This design comes from an exercise in tuning for small area, a short achievable clock period and few clock cycles on the open sky130 flow, not from production work. At most, simulation tests tie the RTL to the original design; equivalence was not proved. Only the layout flow was run in run 2; the RTL was not checked for function there.

==> flow/design.v, too long to show whole: its modules and the start of the top module <==
// module medema_median: 80 lines
// module medema_ema_step: 362 lines
// module medema_amul: 216 lines
// module medema_div: 297 lines
// module five_channel_median_ema_conditioner: 270 lines
module five_channel_median_ema_conditioner #(
	parameter int WINDOW      = 5,
	parameter int CAL_SAMPLES = 60,
	parameter int FRAC_BITS   = 8
) (
	input  logic                              clk,
	input  logic                              arst_n,
	input  logic                              req_valid,
	output logic                              req_ready,
	input  logic                              req_type,
	input  logic signed [medema_pkg::SAMPLE_W-1:0] req_thumb,
	input  logic signed [medema_pkg::SAMPLE_W-1:0] req_index,
	input  logic signed [medema_pkg::SAMPLE_W-1:0] req_middle,
	input  logic signed [medema_pkg::SAMPLE_W-1:0] req_ring,
	input  logic signed [medema_pkg::SAMPLE_W-1:0] req_pinky,
	output logic                              rsp_valid,
	input  logic                              rsp_ready,
	output logic                              rsp_kind,
	output logic [medema_pkg::SAMPLE_W-1:0]   rsp_bend_thumb,
	output logic [medema_pkg::SAMPLE_W-1:0]   rsp_bend_index,
	output logic [medema_pkg::SAMPLE_W-1:0]   rsp_bend_middle,
	output logic [medema_pkg::SAMPLE_W-1:0]   rsp_bend_ring,
	output logic [medema_pkg::SAMPLE_W-1:0]   rsp_bend_pinky,
	output logic signed [medema_pkg::SAMPLE_W-1:0] rsp_rest_thumb,
	output logic signed [medema_pkg::SAMPLE_W-1:0] rsp_rest_index,
	output logic signed [medema_pkg::SAMPLE_W-1:0] rsp_rest_middle,
	output logic signed [medema_pkg::SAMPLE_W-1:0] rsp_rest_ring,
	output logic signed [medema_pkg::SAMPLE_W-1:0] rsp_rest_pinky,
	input  logic                              cfg_valid,
	output logic                              cfg_ready,
	input  logic [medema_pkg::ALPHA_W-1:0]    cfg_alpha
);
  // ...
==> flow/run.sh <==
#!/bin/bash
# synth_recipe.tcl (not shown) runs the flow's synth.tcl, then flattens the netlist and writes it again
# the make line also repeats each setting of config.mk as NAME=value (left out here)
make -C /OpenROAD-flow-scripts/flow DESIGN_CONFIG=/design/flow/config.mk WORK_HOME=/design/flow/orfs CLKGATE_MAP_FILE= SYNTH_SCRIPT=/design/flow/synth_recipe.tcl finish
==> flow/config.mk <==
export PLATFORM = sky130hd
export DESIGN_NAME = five_channel_median_ema_conditioner
export DESIGN_NICKNAME = five_channel_median_ema_conditioner
export VERILOG_FILES = /design/flow/design.v
export SDC_FILE = /design/flow/constraint.sdc
export NUM_CORES = 4
export LEC_CHECK = 0
export CAP_MARGIN = 20
export CORE_MARGIN = 2
export CORE_UTILIZATION = 40
export SETUP_SLACK_MARGIN = 5
export SLEW_MARGIN = 20
==> flow/constraint.sdc <==
create_clock -name core_clock -period 10.0 [get_ports {clk}]
set_input_delay 2.0000 -clock core_clock [delete_from_list [all_inputs] [get_ports {clk}]]
set_output_delay 2.0000 -clock core_clock [all_outputs]
set_load 0.01 [all_outputs]
==> reports/results.tsv, run 1 <==
metric	value	unit
clk_share	3.56	%
crit_start	b_one_q[2]	
status	timing/DRC/antenna clean	
gr-usage-met3	6.86	%
slew_violations	0	
drc	0	
synth_xor_area_share	10.6	%
critical-path-top-delay-family	adder cells	
tightestPinTransition	1180	ps
wire_per_inst	24.7	um
crit_chain	buf_12 -> buf_16 -> buf_12 -> buf_4 -> a22oi_1 -> xor2_1 -> fa_1 -> inv_1 -> fa_1 -> inv_2 -> fa_2 -> inv_2 -> ha_4 -> a21oi_4 -> o2111ai_4 -> nor3_4 -> o31ai_4 -> o41ai_4 -> o21bai_1 -> and2_4 -> or4_4 -> nand3_2 -> a21oi_2	
cts_sinks	992	
crit_type	reg2reg	
synth-seq-cells	992	
multi_input_area	76300	um^2
clock.fmax	173	MHz
rrSetupSlack	4230	ps
cts-root-buf	clkbuf_16	
fin_skew	52.2	ps
grt_pass1_wl	581000	um
holdCritStartpoint	off_q[74]	
mostFrequentLayoutCells	1453 x inv_1, 927 x a22oi_1, 744 x nand2_1, 693 x xnor2_1, 674 x fa_1	
crit_path_end	ema_q[117]	
wl_met2	173000	um
worstPathArrival	6470	ps
cp_data_required_time	10690	ps
cts_hold_buf	0	
hold_viol_final	0	
regToRegStartpoint	b_one_q[2]	
flops_and_latches	992	
met1_usage	35.8	%
drt_pre_antenna_iters	6	
holdPathStages	1	
overflow	0	
holdWs	488	ps
layout-drive-gt1-share	15.9	%
clockBufferDepth	3	
Testbench counts, summed over its fixed seeds: cycles 2,472.
==> module medema_median, before the edit <==
module medema_median (
	input  logic [15:0]      x,
	input  logic [3:0][15:0] win,
	input  logic [5:0]       ord,
	input  logic [3:0]       is_hi,
	input  logic [3:0]       is_lo,
	output logic [3:0]       lt,       
	output logic [15:0]      median
);
	logic [3:0][3:0] bf;
	assign bf[0][1] =  ord[0];
	assign bf[1][0] = ~ord[0];
	assign bf[0][2] =  ord[1];
	assign bf[2][0] = ~ord[1];
	assign bf[0][3] =  ord[2];
	assign bf[3][0] = ~ord[2];
	assign bf[1][2] =  ord[3];
	assign bf[2][1] = ~ord[3];
	assign bf[1][3] =  ord[4];
	assign bf[3][1] = ~ord[4];
	assign bf[2][3] =  ord[5];
	assign bf[3][2] = ~ord[5];
	for (genvar i = 0; i < 4; i++) begin : g_diag
		assign bf[i][i] = 1'b0;
	end
	logic [3:0] r1, r2;
	for (genvar i = 0; i < 4; i++) begin : g_rank
		logic a, b, c;
		if (i == 0) begin : g0
			assign a = bf[1][0]; assign b = bf[2][0]; assign c = bf[3][0];
		end else if (i == 1) begin : g1
			assign a = bf[0][1]; assign b = bf[2][1]; assign c = bf[3][1];
		end else if (i == 2) begin : g2
			assign a = bf[0][2]; assign b = bf[1][2]; assign c = bf[3][2];
		end else begin : g3
			assign a = bf[0][3]; assign b = bf[1][3]; assign c = bf[2][3];
		end
		assign r1[i] = (a ^ b ^ c) & ~(a & b & c);
		assign r2[i] = (a & b & ~c) | (a & ~b & c) | (~a & b & c);
	end
	logic [15:0] s1, s2;
	always_comb begin
		s1 = '0;
		s2 = '0;
		for (int j = 0; j < 4; j++) begin
			s1 = s1 | ({16{r1[j]}} & win[j]);
			s2 = s2 | ({16{r2[j]}} & win[j]);
		end
	end
	function automatic logic slt16(logic [15:0] a, logic [15:0] b);
		logic [15:0] ua, ub, l1, g1;
		logic [7:0]  l2, g2;
		logic [3:0]  l3, g3;
		logic [1:0]  l4, g4;
		ua = {~a[15], a[14:0]};
		ub = {~b[15], b[14:0]};
		l1 = ~ua & ub;
		g1 = ua & ~ub;
		for (int k = 0; k < 8; k++) begin
			l2[k] = l1[2*k+1] | (~g1[2*k+1] & l1[2*k]);
			g2[k] = g1[2*k+1] | (~l1[2*k+1] & g1[2*k]);
		end
		for (int k = 0; k < 4; k++) begin
			l3[k] = l2[2*k+1] | (~g2[2*k+1] & l2[2*k]);
			g3[k] = g2[2*k+1] | (~l2[2*k+1] & g2[2*k]);
		end
		for (int k = 0; k < 2; k++) begin
			l4[k] = l3[2*k+1] | (~g3[2*k+1] & l3[2*k]);
			g4[k] = g3[2*k+1] | (~l3[2*k+1] & g3[2*k]);
		end
		slt16 = l4[1] | (~g4[1] & l4[0]);
	endfunction
	for (genvar j = 0; j < 4; j++) begin : g_lt
		assign lt[j] = is_hi[j] | (~is_lo[j] & slt16(x, win[j]));
	end
	logic x_lt_s1, x_lt_s2;
	assign x_lt_s1 = |(r1 & lt);
	assign x_lt_s2 = |(r2 & lt);
	assign median  = x_lt_s1 ? s1 : (x_lt_s2 ? x : s2);
endmodule
==> module five_channel_median_ema_conditioner, before the edit <==
module five_channel_median_ema_conditioner #(
	parameter int WINDOW      = 5,
	parameter int CAL_SAMPLES = 60,
	parameter int FRAC_BITS   = 8
) (
	input  logic                              clk,
	input  logic                              arst_n,
	input  logic                              req_valid,
	output logic                              req_ready,
	input  logic                              req_type,
	input  logic signed [medema_pkg::SAMPLE_W-1:0] req_thumb,
	input  logic signed [medema_pkg::SAMPLE_W-1:0] req_index,
	input  logic signed [medema_pkg::SAMPLE_W-1:0] req_middle,
	input  logic signed [medema_pkg::SAMPLE_W-1:0] req_ring,
	input  logic signed [medema_pkg::SAMPLE_W-1:0] req_pinky,
	output logic                              rsp_valid,
	input  logic                              rsp_ready,
	output logic                              rsp_kind,
	output logic [medema_pkg::SAMPLE_W-1:0]   rsp_bend_thumb,
	output logic [medema_pkg::SAMPLE_W-1:0]   rsp_bend_index,
	output logic [medema_pkg::SAMPLE_W-1:0]   rsp_bend_middle,
	output logic [medema_pkg::SAMPLE_W-1:0]   rsp_bend_ring,
	output logic [medema_pkg::SAMPLE_W-1:0]   rsp_bend_pinky,
	output logic signed [medema_pkg::SAMPLE_W-1:0] rsp_rest_thumb,
	output logic signed [medema_pkg::SAMPLE_W-1:0] rsp_rest_index,
	output logic signed [medema_pkg::SAMPLE_W-1:0] rsp_rest_middle,
	output logic signed [medema_pkg::SAMPLE_W-1:0] rsp_rest_ring,
	output logic signed [medema_pkg::SAMPLE_W-1:0] rsp_rest_pinky,
	input  logic                              cfg_valid,
	output logic                              cfg_ready,
	input  logic [medema_pkg::ALPHA_W-1:0]    cfg_alpha
);
	localparam int NCH = 5;
	logic              anz_q;
	logic [4:0]        a_one_q, b_one_q;
	logic [3:0]        a_two_q, b_two_q, a_neg_q, b_neg_q;
	logic [3:0]        pad_hi_q, pad_lo_q;    
	logic [5:0]        cal_cnt_q;
	logic              va_q, ka_q, vb_q, kb_q, vc_q, kc_q;
	logic              dact_q;
	logic [2:0]        dcnt_q;
	logic              o1v_q, o1k_q;
	logic [NCH-1:0][15:0] o1d_q;
	logic [NCH-1:0][3:0][15:0] win_q;
	logic [NCH-1:0][5:0]       ord_q;
	logic [NCH-1:0][15:0]      m_q;
	logic [NCH-1:0][23:0]      q_q;
	logic [NCH-1:0][23:0]      ema_q;
	logic [NCH-1:0][15:0]      off_q;
	logic [NCH-1:0][22:0]      sum_q;
	logic [NCH-1:0][15:0] in_smp;
	assign in_smp[0] = req_thumb;
	assign in_smp[1] = req_index;
	assign in_smp[2] = req_middle;
	assign in_smp[3] = req_ring;
	assign in_smp[4] = req_pinky;
	logic [8:0] cfg_a;
	logic [7:0] cfg_b;
	assign cfg_a = (cfg_alpha > 9'd256) ? 9'd256 : cfg_alpha;
	assign cfg_b = 8'(9'd256 - cfg_a);
	logic [8:0] xa, xb;
	logic [3:0] ca_one, ca_two, ca_neg, cb_one, cb_two, cb_neg;
	assign xa = {cfg_a[7:0], 1'b0};
	assign xb = {cfg_b, 1'b0};
	for (genvar i = 0; i < 4; i++) begin : g_booth
		assign ca_one[i] = xa[2*i+1] ^ xa[2*i];
		assign ca_two[i] = (xa[2*i+2] & ~xa[2*i+1] & ~xa[2*i]) | (~xa[2*i+2] & xa[2*i+1] & xa[2*i]);
		assign ca_neg[i] = xa[2*i+2] & ~(xa[2*i+1] & xa[2*i]);
		assign cb_one[i] = xb[2*i+1] ^ xb[2*i];
		assign cb_two[i] = (xb[2*i+2] & ~xb[2*i+1] & ~xb[2*i]) | (~xb[2*i+2] & xb[2*i+1] & xb[2*i]);
		assign cb_neg[i] = xb[2*i+2] & ~(xb[2*i+1] & xb[2*i]);
	end
	logic accept, acc_stream, acc_cal, acc_calc;
	logic stall, div_last, div_step, hold_b, adv_b, cal_load;
	assign stall      = o1v_q & ~rsp_ready;
	assign req_ready  = ~dact_q & ~stall;
	assign accept     = req_valid & req_ready;
	assign acc_stream = accept & ~req_type;
	assign acc_cal    = accept & req_type;
	assign acc_calc   = acc_cal & (cal_cnt_q == 6'(CAL_SAMPLES - 1));
	assign div_step   = dact_q & (dcnt_q != 3'd4);
	assign div_last   = dcnt_q == 3'd4;
	assign hold_b     = vb_q & kb_q & ~div_last;
	assign adv_b      = ~stall & ~hold_b;
	assign cal_load   = adv_b & vb_q & kb_q;
	always_ff @(posedge clk or negedge arst_n) begin
		if (!arst_n) begin
			anz_q     <= 1'b1;
			a_one_q   <= 5'b01111;
			a_two_q   <= 4'b0000;
			a_neg_q   <= 4'b0010;
			b_one_q   <= 5'b11111;
			b_two_q   <= 4'b0000;
			b_neg_q   <= 4'b1101;
			pad_hi_q  <= 4'b0101;
			pad_lo_q  <= 4'b1010;
			cal_cnt_q <= '0;
			va_q <= 1'b0; ka_q <= 1'b0;
			vb_q <= 1'b0; kb_q <= 1'b0;
			vc_q <= 1'b0; kc_q <= 1'b0;
			o1v_q  <= 1'b0;
			dact_q <= 1'b0;
			dcnt_q <= '0;
		end else begin
			if (cfg_valid) begin
				anz_q   <= (cfg_alpha != 9'd0);
				a_one_q <= {cfg_a[8] | cfg_a[7], ca_one};
				a_two_q <= ca_two;
				a_neg_q <= ca_neg;
				b_one_q <= {cfg_b[7], cb_one};
				b_two_q <= cb_two;
				b_neg_q <= cb_neg;
			end
			if (acc_stream) begin
				pad_hi_q <= {pad_hi_q[2:0], 1'b0};
				pad_lo_q <= {pad_lo_q[2:0], 1'b0};
			end
			if (acc_cal)
				cal_cnt_q <= acc_calc ? 6'd0 : cal_cnt_q + 6'd1;
			if (!stall) begin
				o1v_q <= vc_q;
				vc_q  <= vb_q & adv_b;
				kc_q  <= kb_q;
			end
			if (adv_b) begin
				vb_q <= va_q;
				kb_q <= ka_q;
				va_q <= acc_stream | acc_calc;
				ka_q <= acc_calc;
			end
			if (acc_calc)
				dact_q <= 1'b1;
			else if (cal_load)
				dact_q <= 1'b0;
			if (acc_calc)
				dcnt_q <= '0;
			else if (div_step)
				dcnt_q <= dcnt_q + 3'd1;
		end
	end
	logic [NCH-1:0][3:0]  lt;
	logic [NCH-1:0][15:0] med;
	for (genvar c = 0; c < NCH; c++) begin : g_med
		medema_median u_med (
			.x      (in_smp[c]),
			.win    (win_q[c]),
			.ord    (ord_q[c]),
			.is_hi  (pad_hi_q),
			.is_lo  (pad_lo_q),
			.lt     (lt[c]),
			.median (med[c])
		);
	end
	always_ff @(posedge clk or negedge arst_n) begin
		if (!arst_n) begin
			for (int c = 0; c < NCH; c++)
				ord_q[c] <= 6'b001000;
		end else if (acc_stream) begin
			for (int c = 0; c < NCH; c++) begin
				ord_q[c][0] <= lt[c][0];
				ord_q[c][1] <= lt[c][1];
				ord_q[c][2] <= lt[c][2];
				ord_q[c][3] <= ord_q[c][0];  
				ord_q[c][4] <= ord_q[c][1];  
				ord_q[c][5] <= ord_q[c][3];  
			end
		end
	end
	always_ff @(posedge clk) begin
		if (acc_stream) begin
			for (int c = 0; c < NCH; c++) begin
				m_q[c]      <= med[c];
				win_q[c][0] <= in_smp[c];
				for (int k = 1; k < 4; k++)
					win_q[c][k] <= win_q[c][k-1];
			end
		end
	end
	logic [NCH-1:0][23:0] qa;
	for (genvar c = 0; c < NCH; c++) begin : g_amul
		medema_amul u_amul (
			.m   (m_q[c]),
			.one (a_one_q),
			.two (a_two_q),
			.neg (a_neg_q),
			.q   (qa[c])
		);
	end
	always_ff @(posedge clk) begin
		if (adv_b) begin
			for (int c = 0; c < NCH; c++)
				q_q[c] <= qa[c];
		end
	end
	logic [NCH-1:0][23:0] enext;
	for (genvar c = 0; c < NCH; c++) begin : g_ema
		medema_ema_step u_ema (
			.e      (ema_q[c]),
			.q      (q_q[c]),
			.one    (b_one_q),
			.two    (b_two_q),
			.neg    (b_neg_q),
			.e_next (enext[c])
		);
	end
	logic [15:0] quo;
	logic [NCH-1:0][22:0] sum_rot;
	medema_div u_div (
		.sum      (sum_q[0]),
		.quotient (quo)
	);
	always_comb begin
		for (int c = 0; c < NCH - 1; c++)
			sum_rot[c] = sum_q[c+1];
		sum_rot[NCH-1] = {{7{quo[15]}}, quo};
	end
	always_ff @(posedge clk or negedge arst_n) begin
		if (!arst_n) begin
			ema_q <= '0;
			off_q <= '0;
			sum_q <= '0;
		end else begin
			if (cal_load) begin
				for (int c = 0; c < NCH; c++) begin
					off_q[c] <= sum_rot[c][15:0];
					ema_q[c] <= {sum_rot[c][15:0], 8'h00};
					sum_q[c] <= '0;
				end
			end else begin
				if (adv_b && vb_q && anz_q) begin
					for (int c = 0; c < NCH; c++)
						ema_q[c] <= enext[c];
				end
				if (acc_cal) begin
					for (int c = 0; c < NCH; c++)
						sum_q[c] <= sum_q[c] + {{7{in_smp[c][15]}}, in_smp[c]};
				end else if (div_step) begin
					sum_q <= sum_rot;
				end
			end
		end
	end
	logic [NCH-1:0][15:0] cval;
	for (genvar c = 0; c < NCH; c++) begin : g_bend
		logic [15:0] t;
		logic [16:0] dev;
		assign t   = ema_q[c][23:8] + {15'b0, ema_q[c][23] & (|ema_q[c][7:0])};
		assign dev = {t[15], t} - {off_q[c][15], off_q[c]};
		assign cval[c] = kc_q ? off_q[c] : (dev[16] ? (16'd0 - dev[15:0]) : dev[15:0]);
	end
	always_ff @(posedge clk) begin
		if (!stall) begin
			o1d_q <= cval;
			o1k_q <= kc_q;
		end
	end
	assign rsp_valid       = o1v_q;
	assign rsp_kind        = o1k_q;
	assign rsp_bend_thumb  = o1k_q ? 16'h0 : o1d_q[0];
	assign rsp_bend_index  = o1k_q ? 16'h0 : o1d_q[1];
	assign rsp_bend_middle = o1k_q ? 16'h0 : o1d_q[2];
	assign rsp_bend_ring   = o1k_q ? 16'h0 : o1d_q[3];
	assign rsp_bend_pinky  = o1k_q ? 16'h0 : o1d_q[4];
	assign rsp_rest_thumb  = o1k_q ? o1d_q[0] : 16'h0;
	assign rsp_rest_index  = o1k_q ? o1d_q[1] : 16'h0;
	assign rsp_rest_middle = o1k_q ? o1d_q[2] : 16'h0;
	assign rsp_rest_ring   = o1k_q ? o1d_q[3] : 16'h0;
	assign rsp_rest_pinky  = o1k_q ? o1d_q[4] : 16'h0;
	assign cfg_ready       = 1'b1;
endmodule
==> inputs of run 2 (changes only) <==
--- a/flow/design.v
+++ b/flow/design.v
@@ -85,29 +85,6 @@
 		end
 	end
-	function automatic logic slt16(logic [15:0] a, logic [15:0] b);
-		logic [15:0] ua, ub, l1, g1;
-		logic [7:0]  l2, g2;
-		logic [3:0]  l3, g3;
-		logic [1:0]  l4, g4;
-		ua = {~a[15], a[14:0]};
-		ub = {~b[15], b[14:0]};
-		l1 = ~ua & ub;
-		g1 = ua & ~ub;
-		for (int k = 0; k < 8; k++) begin
-			l2[k] = l1[2*k+1] | (~g1[2*k+1] & l1[2*k]);
-			g2[k] = g1[2*k+1] | (~l1[2*k+1] & g1[2*k]);
-		end
-		for (int k = 0; k < 4; k++) begin
-			l3[k] = l2[2*k+1] | (~g2[2*k+1] & l2[2*k]);
-			g3[k] = g2[2*k+1] | (~l2[2*k+1] & g2[2*k]);
-		end
-		for (int k = 0; k < 2; k++) begin
-			l4[k] = l3[2*k+1] | (~g3[2*k+1] & l3[2*k]);
-			g4[k] = g3[2*k+1] | (~l3[2*k+1] & g3[2*k]);
-		end
-		slt16 = l4[1] | (~g4[1] & l4[0]);
-	endfunction
 	for (genvar j = 0; j < 4; j++) begin : g_lt
-		assign lt[j] = is_hi[j] | (~is_lo[j] & slt16(x, win[j]));
+		assign lt[j] = is_hi[j] | (~is_lo[j] & ($signed(x) < $signed(win[j])));
 	end
 	logic x_lt_s1, x_lt_s2;
@@ -1024,4 +1001,5 @@
 );
 	localparam int NCH = 5;
+	logic              ready_q;
 	logic              anz_q;
 	logic [4:0]        a_one_q, b_one_q;
@@ -1032,6 +1010,6 @@
 	logic              dact_q;
 	logic [2:0]        dcnt_q;
-	logic              o1v_q, o1k_q;
-	logic [NCH-1:0][15:0] o1d_q;
+	logic              o1v_q, o1k_q, o2v_q, o2k_q;
+	logic [NCH-1:0][15:0] o1d_q, o2d_q;
 	logic [NCH-1:0][3:0][15:0] win_q;
 	logic [NCH-1:0][5:0]       ord_q;
@@ -1064,18 +1042,33 @@
 	end
 	logic accept, acc_stream, acc_cal, acc_calc;
-	logic stall, div_last, div_step, hold_b, adv_b, cal_load;
-	assign stall      = o1v_q & ~rsp_ready;
-	assign req_ready  = ~dact_q & ~stall;
-	assign accept     = req_valid & req_ready;
+	logic mC, freeC, div_done, mB, freeB, mA;
+	logic pop, push;
+	logic va_n, ka_n, vb_n, kb_n, vc_n, kc_n, o1v_n, o2v_n, dact_n;
+	assign accept     = req_valid & ready_q;
 	assign acc_stream = accept & ~req_type;
 	assign acc_cal    = accept & req_type;
 	assign acc_calc   = acc_cal & (cal_cnt_q == 6'(CAL_SAMPLES - 1));
-	assign div_step   = dact_q & (dcnt_q != 3'd4);
-	assign div_last   = dcnt_q == 3'd4;
-	assign hold_b     = vb_q & kb_q & ~div_last;
-	assign adv_b      = ~stall & ~hold_b;
-	assign cal_load   = adv_b & vb_q & kb_q;
+	assign mC       = vc_q & ~o2v_q;
+	assign freeC    = ~vc_q | mC;
+	assign div_done = (dcnt_q == 3'd5);
+	assign mB       = vb_q & freeC & (~kb_q | div_done);
+	assign freeB    = ~vb_q | mB;
+	assign mA       = va_q & freeB;
+	assign pop      = o1v_q & rsp_ready;
+	assign push     = mC;
+	always_comb begin
+		va_n = (acc_stream | acc_calc) ? 1'b1 : (mA ? 1'b0 : va_q);
+		ka_n = (acc_stream | acc_calc) ? acc_calc : ka_q;
+		vb_n = mA ? 1'b1 : (mB ? 1'b0 : vb_q);
+		kb_n = mA ? ka_q : kb_q;
+		vc_n = mB ? 1'b1 : (mC ? 1'b0 : vc_q);
+		kc_n = mB ? kb_q : kc_q;
+		o1v_n = (~o1v_q | pop) ? (o2v_q | push) : 1'b1;
+		o2v_n = o2v_q ? (pop ? push : 1'b1) : (push & o1v_q & ~pop);
+		dact_n = acc_calc | (dact_q & ~(mB & kb_q));
+	end
 	always_ff @(posedge clk or negedge arst_n) begin
 		if (!arst_n) begin
+			ready_q   <= 1'b1;
 			anz_q     <= 1'b1;
 			a_one_q   <= 5'b01111;
@@ -1087,14 +1080,22 @@
 			pad_hi_q  <= 4'b0101;
 			pad_lo_q  <= 4'b1010;
+			for (int c = 0; c < NCH; c++)
+				ord_q[c] <= 6'b001000;
 			cal_cnt_q <= '0;
 			va_q <= 1'b0; ka_q <= 1'b0;
 			vb_q <= 1'b0; kb_q <= 1'b0;
 			vc_q <= 1'b0; kc_q <= 1'b0;
-			o1v_q  <= 1'b0;
+			o1v_q <= 1'b0; o2v_q <= 1'b0;
 			dact_q <= 1'b0;
 			dcnt_q <= '0;
 		end else begin
+			va_q <= va_n; ka_q <= ka_n;
+			vb_q <= vb_n; kb_q <= kb_n;
+			vc_q <= vc_n; kc_q <= kc_n;
+			o1v_q <= o1v_n; o2v_q <= o2v_n;
+			dact_q <= dact_n;
+			ready_q <= ~dact_n & (~va_n | ~vb_n | ~vc_n | ~o2v_n);
 			if (cfg_valid) begin
-				anz_q   <= (cfg_alpha != 9'd0);
+				anz_q <= (cfg_alpha != 9'd0);
 				a_one_q <= {cfg_a[8] | cfg_a[7], ca_one};
 				a_two_q <= ca_two;
@@ -1107,25 +1108,18 @@
 				pad_hi_q <= {pad_hi_q[2:0], 1'b0};
 				pad_lo_q <= {pad_lo_q[2:0], 1'b0};
+				for (int c = 0; c < NCH; c++) begin
+					ord_q[c][0] <= lt[c][0];
+					ord_q[c][1] <= lt[c][1];
+					ord_q[c][2] <= lt[c][2];
+					ord_q[c][3] <= ord_q[c][0];  
+					ord_q[c][4] <= ord_q[c][1];  
+					ord_q[c][5] <= ord_q[c][3];  
+				end
 			end
 			if (acc_cal)
 				cal_cnt_q <= acc_calc ? 6'd0 : cal_cnt_q + 6'd1;
-			if (!stall) begin
-				o1v_q <= vc_q;
-				vc_q  <= vb_q & adv_b;
-				kc_q  <= kb_q;
-			end
-			if (adv_b) begin
-				vb_q <= va_q;
-				kb_q <= ka_q;
-				va_q <= acc_stream | acc_calc;
-				ka_q <= acc_calc;
-			end
-			if (acc_calc)
-				dact_q <= 1'b1;
-			else if (cal_load)
-				dact_q <= 1'b0;
 			if (acc_calc)
 				dcnt_q <= '0;
-			else if (div_step)
+			else if (dact_q && !div_done)
 				dcnt_q <= dcnt_q + 3'd1;
 		end
@@ -1144,19 +1138,4 @@
 		);
 	end
-	always_ff @(posedge clk or negedge arst_n) begin
-		if (!arst_n) begin
-			for (int c = 0; c < NCH; c++)
-				ord_q[c] <= 6'b001000;
-		end else if (acc_stream) begin
-			for (int c = 0; c < NCH; c++) begin
-				ord_q[c][0] <= lt[c][0];
-				ord_q[c][1] <= lt[c][1];
-				ord_q[c][2] <= lt[c][2];
-				ord_q[c][3] <= ord_q[c][0];  
-				ord_q[c][4] <= ord_q[c][1];  
-				ord_q[c][5] <= ord_q[c][3];  
-			end
-		end
-	end
 	always_ff @(posedge clk) begin
 		if (acc_stream) begin
@@ -1180,5 +1159,5 @@
 	end
 	always_ff @(posedge clk) begin
-		if (adv_b) begin
+		if (mA) begin
 			for (int c = 0; c < NCH; c++)
 				q_q[c] <= qa[c];
@@ -1186,4 +1165,5 @@
 	end
 	logic [NCH-1:0][23:0] enext;
+	logic [NCH-1:0][15:0] quo;
 	for (genvar c = 0; c < NCH; c++) begin : g_ema
 		medema_ema_step u_ema (
@@ -1196,14 +1176,10 @@
 		);
 	end
-	logic [15:0] quo;
-	logic [NCH-1:0][22:0] sum_rot;
 	medema_div u_div (
 		.sum      (sum_q[0]),
-		.quotient (quo)
+		.quotient (quo[0])
 	);
-	always_comb begin
-		for (int c = 0; c < NCH - 1; c++)
-			sum_rot[c] = sum_q[c+1];
-		sum_rot[NCH-1] = {{7{quo[15]}}, quo};
+	for (genvar c = 1; c < NCH; c++) begin : g_quo
+		assign quo[c] = '0;
 	end
 	always_ff @(posedge clk or negedge arst_n) begin
@@ -1213,12 +1189,12 @@
 			sum_q <= '0;
 		end else begin
-			if (cal_load) begin
+			if (mB && kb_q) begin
 				for (int c = 0; c < NCH; c++) begin
-					off_q[c] <= sum_rot[c][15:0];
-					ema_q[c] <= {sum_rot[c][15:0], 8'h00};
+					off_q[c] <= sum_q[c][15:0];
+					ema_q[c] <= {sum_q[c][15:0], 8'h00};
 					sum_q[c] <= '0;
 				end
 			end else begin
-				if (adv_b && vb_q && anz_q) begin
+				if (mB && anz_q) begin
 					for (int c = 0; c < NCH; c++)
 						ema_q[c] <= enext[c];
@@ -1227,6 +1203,8 @@
 					for (int c = 0; c < NCH; c++)
 						sum_q[c] <= sum_q[c] + {{7{in_smp[c][15]}}, in_smp[c]};
-				end else if (div_step) begin
-					sum_q <= sum_rot;
+				end else if (dact_q && !div_done) begin
+					for (int c = 0; c < NCH - 1; c++)
+						sum_q[c] <= sum_q[c+1];
+					sum_q[NCH-1] <= {{7{quo[0][15]}}, quo[0]};
 				end
 			end
@@ -1235,14 +1213,21 @@
 	logic [NCH-1:0][15:0] cval;
 	for (genvar c = 0; c < NCH; c++) begin : g_bend
-		logic [15:0] t;
-		logic [16:0] dev;
-		assign t   = ema_q[c][23:8] + {15'b0, ema_q[c][23] & (|ema_q[c][7:0])};
-		assign dev = {t[15], t} - {off_q[c][15], off_q[c]};
-		assign cval[c] = kc_q ? off_q[c] : (dev[16] ? (16'd0 - dev[15:0]) : dev[15:0]);
+		logic        rnd;
+		logic [16:0] eh, off, dev, ndev;
+		assign rnd  = ema_q[c][23] & (|ema_q[c][7:0]);
+		assign eh   = {ema_q[c][23], ema_q[c][23:8]};
+		assign off  = {off_q[c][15], off_q[c]};
+		assign dev  = eh - off + {16'b0, rnd};
+		assign ndev = off - eh - {16'b0, rnd};
+		assign cval[c] = kc_q ? off_q[c] : (dev[16] ? ndev[15:0] : dev[15:0]);
 	end
 	always_ff @(posedge clk) begin
-		if (!stall) begin
-			o1d_q <= cval;
-			o1k_q <= kc_q;
+		if (!o1v_q || pop) begin
+			o1d_q <= o2v_q ? o2d_q : cval;
+			o1k_q <= o2v_q ? o2k_q : kc_q;
+		end
+		if (!o2v_q || pop) begin
+			o2d_q <= cval;
+			o2k_q <= kc_q;
 		end
 	end
@@ -1259,4 +1244,5 @@
 	assign rsp_rest_ring   = o1k_q ? o1d_q[3] : 16'h0;
 	assign rsp_rest_pinky  = o1k_q ? o1d_q[4] : 16'h0;
+	assign req_ready       = ready_q;
 	assign cfg_ready       = 1'b1;
 endmodule
==> reports/results.tsv, run 2 <==
metric	value	unit	change
holdPathStages	0		-1
die-width	544	um	
synth-seq-cells	1075		+8.4%
cp_data_required_time	10750	ps	+60 ps
dieArea	295000	um^2	
core_area	290000	um^2	
postLayoutCoreUtil	47.1	%	
regToRegStartpoint	a_one_q[0]		
io_buffers	257		
hold_viol_final	0		unchanged
overflow	0		unchanged
synth_xor_area_share	9.45	%	-1.2 points
wire_per_inst	23.2	um	-6.3%
globalplace.congestion	0.920		
yosysWarnings	2		
clock.fmax	185	MHz	+6.7%
cts_hold_buf	0		unchanged
end_kind	flip-flop		
worstRegToRegCells	24		
final_antenna_net_count	0		
ys_seq_area_share	26.1	%	
crit_type	reg2reg		
min_path_type	reg2reg		
cap_violations	0		
design_area	137000	um^2	
synth.top_cells.by_count	1950 x inv_1, 1156 x ha_1, 950 x a22oi_1		
rows	198		
die_y	544	um	
clk_pin_slew	60	ps	
route.met3.wl	37100	um	
dr_total_vias	95741		
seq_area	30500	um^2	
highest_layer	met5		
min_to	win_q[171]		
grt_pass1_vias	91908		
synth_compound_area_share	18.5	%	
mostFrequentLayoutCells	1853 x inv_1, 1051 x ha_1, 891 x a22oi_1, 865 x nand2_1, 750 x xnor2_1		
fin_skew	90.3	ps	+38.2 ps
cts_tree	built		
tightestPinTransition	1110	ps	-67.8 ps
dp_hpwl	264000	um	
synthesis.nets	14688		
synth_ff_type	edfxtp_1		
synth_cell_types	101		
status	timing/DRC/antenna clean		
rrSetupSlack	4590	ps	+360 ps
finalCritPeriodShare	54.1	%	
dp_cells	16235		
muxShareOfSynthArea	2.49	%	
grt_usage	25.7	%	
place_area	123000	um^2	
synth_cells	12711		
setup_tns	0	ps	
synth_top_area_cell	edfxtp_1		
holdWs	472	ps	-16.5 ps
synth_top_family_by_area	adder cells		
syn2layout_area_growth	17.4	%	
drt_pre_antenna_iters	6		unchanged
drc	0		unchanged
grt_pass1_wl	583000	um	+0.35%
reg.largest.list	win_q (320), ema_q (120), q_q (120)		
worstSkewPairLatency	870	ps	
wl_met2	170000	um	-1.9%
synth_area_leaders	edfxtp_1 18%, fa_1 12%, ha_1 12%		
rsz0062_at_grt	true		
io_pins	259		
routed_wl	392000	um	
layout.nets	14877		
drtIter0Drc	8646		
clockBufferDepth	4		+1
worstPathArrival	6170	ps	-300 ps
initial_core_util	40.1	%	
setup_viol	0		
numCtsBuffers	146		
regToRegEndpoint	ema_q[113]		
synth_fa_ha_area_share	24.9	%	
multi_input_area	79700	um^2	+4.6%
drt-met1-wl	168000	um	
final_cells	16921		
cts-root-buf	clkbuf_16		
largest_reg_flops	320		
fillers	27291		
slew_headroom	26.2	%	
dpl_worst_slack	3500	ps	
cts_sinks	1075		+8.4%
grt_max_degree	178		
viasPerCell	5.66		
syn_area_per_cell	9.16	um^2	
synth_top_area_share	17.6	%	
htreeDepth	4		
synth_edf_count	682		
layout_min_cycle_time	5410	ps	
synth_most_common_cell	inv_1		
layout-drive-gt1-share	12.9	%	-3.0 points
setup_slack	4590	ps	
slew_violations	0		unchanged
async_flop_share	36.6	%	
largest-register	win_q		
synthSimpleGateAreaFrac	9.85	%	
critPathMaxFanout	6		
antenna_found_initial	33		
startpoint_type	flip-flop		
synthesis.area	116000	um^2	
final_common_cell	inv_1		
holdCritStartpoint	win_q[155]		
==> run 2: worst max-delay path by stage <==
stage / startpoint / to / slack [ps] / cells after the start
2_1_floorplan: a_one_q[0] / ema_q[118] / 4740 / 23
3_3_place_gp: b_one_q[1] / ema_q[118] / 3590 / 20
3_5_place_dp: a_one_q[0] / ema_q[88] / 3500 / 20
4_1_cts: b_one_q[1] / ema_q[114] / 4580 / 23
5_1_grt: ema_q[104] / ema_q[113] / 4440 / 21
6_report: a_one_q[0] / ema_q[113] / 4590 / 24
==> run 2: cell type report <==
| type | instances | share of cell area, % |
|---|---|---|
| clock buffers | 187 | 2.88 |
| flip-flops and latches | 1075 | 22.3 |
| inverters | 1953 | 5.40 |
| clock inverters | 69 | 0.634 |
| well taps | 3900 | 3.57 |
| repair inverters | 1 | 0.00641 |
| repair buffers | 795 | 6.84 |
| diodes | 13 | 0.0238 |
| multi-input cells | 8928 | 58.3 |
==> run 2: critical path, cell delays in order, from the launching register on <==
cell and delay, ps:
dfstp_4 650, buf_12 160, buf_16 150, buf_6 100
a22oi_2 70, xor2_1 190, fa_1 500, inv_1 50
fa_1 480, inv_1 50, fa_1 490, inv_2 50
ha_4 280, nand3_4 70, or3_4 380, a211oi_4 220
o21ai_2 110, a211o_1 320, a31o_4 260, buf_6 120
buf_6 100, nand2_1 40, nor2_1 30, or3_1 300
a31oi_1 160
==> run 2: metal layers <==
layer / GRT usage (%) / vias up
li1: - / 44120
met1: 35.4 / 46739
met2: 39.2 / 4062
met3: 5.90 / 798
met4: 9.01 / 22
met5: 0 / -
==> run 2: cell families (layout without fill, tap and decap cells) <==
family | Yosys count | after routing
compound gates | 3110 | 3110
xor+xnor | 1256 | 1256
fa+ha+maj | 1882 | 1882
buf+inv | 2709 | 3005
flops | 1075 | 1075
mux | 276 | 276
other cells | 1 | 14
simple gates | 2402 | 2403
==> run 2: what timing repair did <==
item,CTS,global route
resized for setup,449,546
setup endpoints to repair,315,281
pin swaps,212,413
buffers inserted,220,151
cloned,36,10

==> separate check: timing with driven ports <==
No port has a modelled driver above. Below, the same layouts with a new extraction and two added sets of constraints.
Step 1 assumes that a clkbuf_16 drives the clock port and a buf_2 every other input.
Step 2 adds t to the input delays and takes it off the output delays; t is the mean of the earliest and latest rising clock arrival at the registers after step 1. Input paths then give back, and output paths get back, about the clock's delay inside the block.
Slacks: ideal ports / drivers / drivers and shift; pairs: ideal ports / drivers.
run	shift t [ns]	slack for setup (ns)	worst register clock-pin slew, ns	cell pins on the clock port's net
run 1	0.917	4.225 / 4.225 / 4.158	0.07 / 0.07	1
run 2	0.927	4.586 / 4.586 / 4.245	0.07 / 0.07	1
After both steps every run listed still meets setup and hold. The setup slack of run 2, which loses most, moves by 0.000 ns with the drivers and by -0.341 ns with both steps.
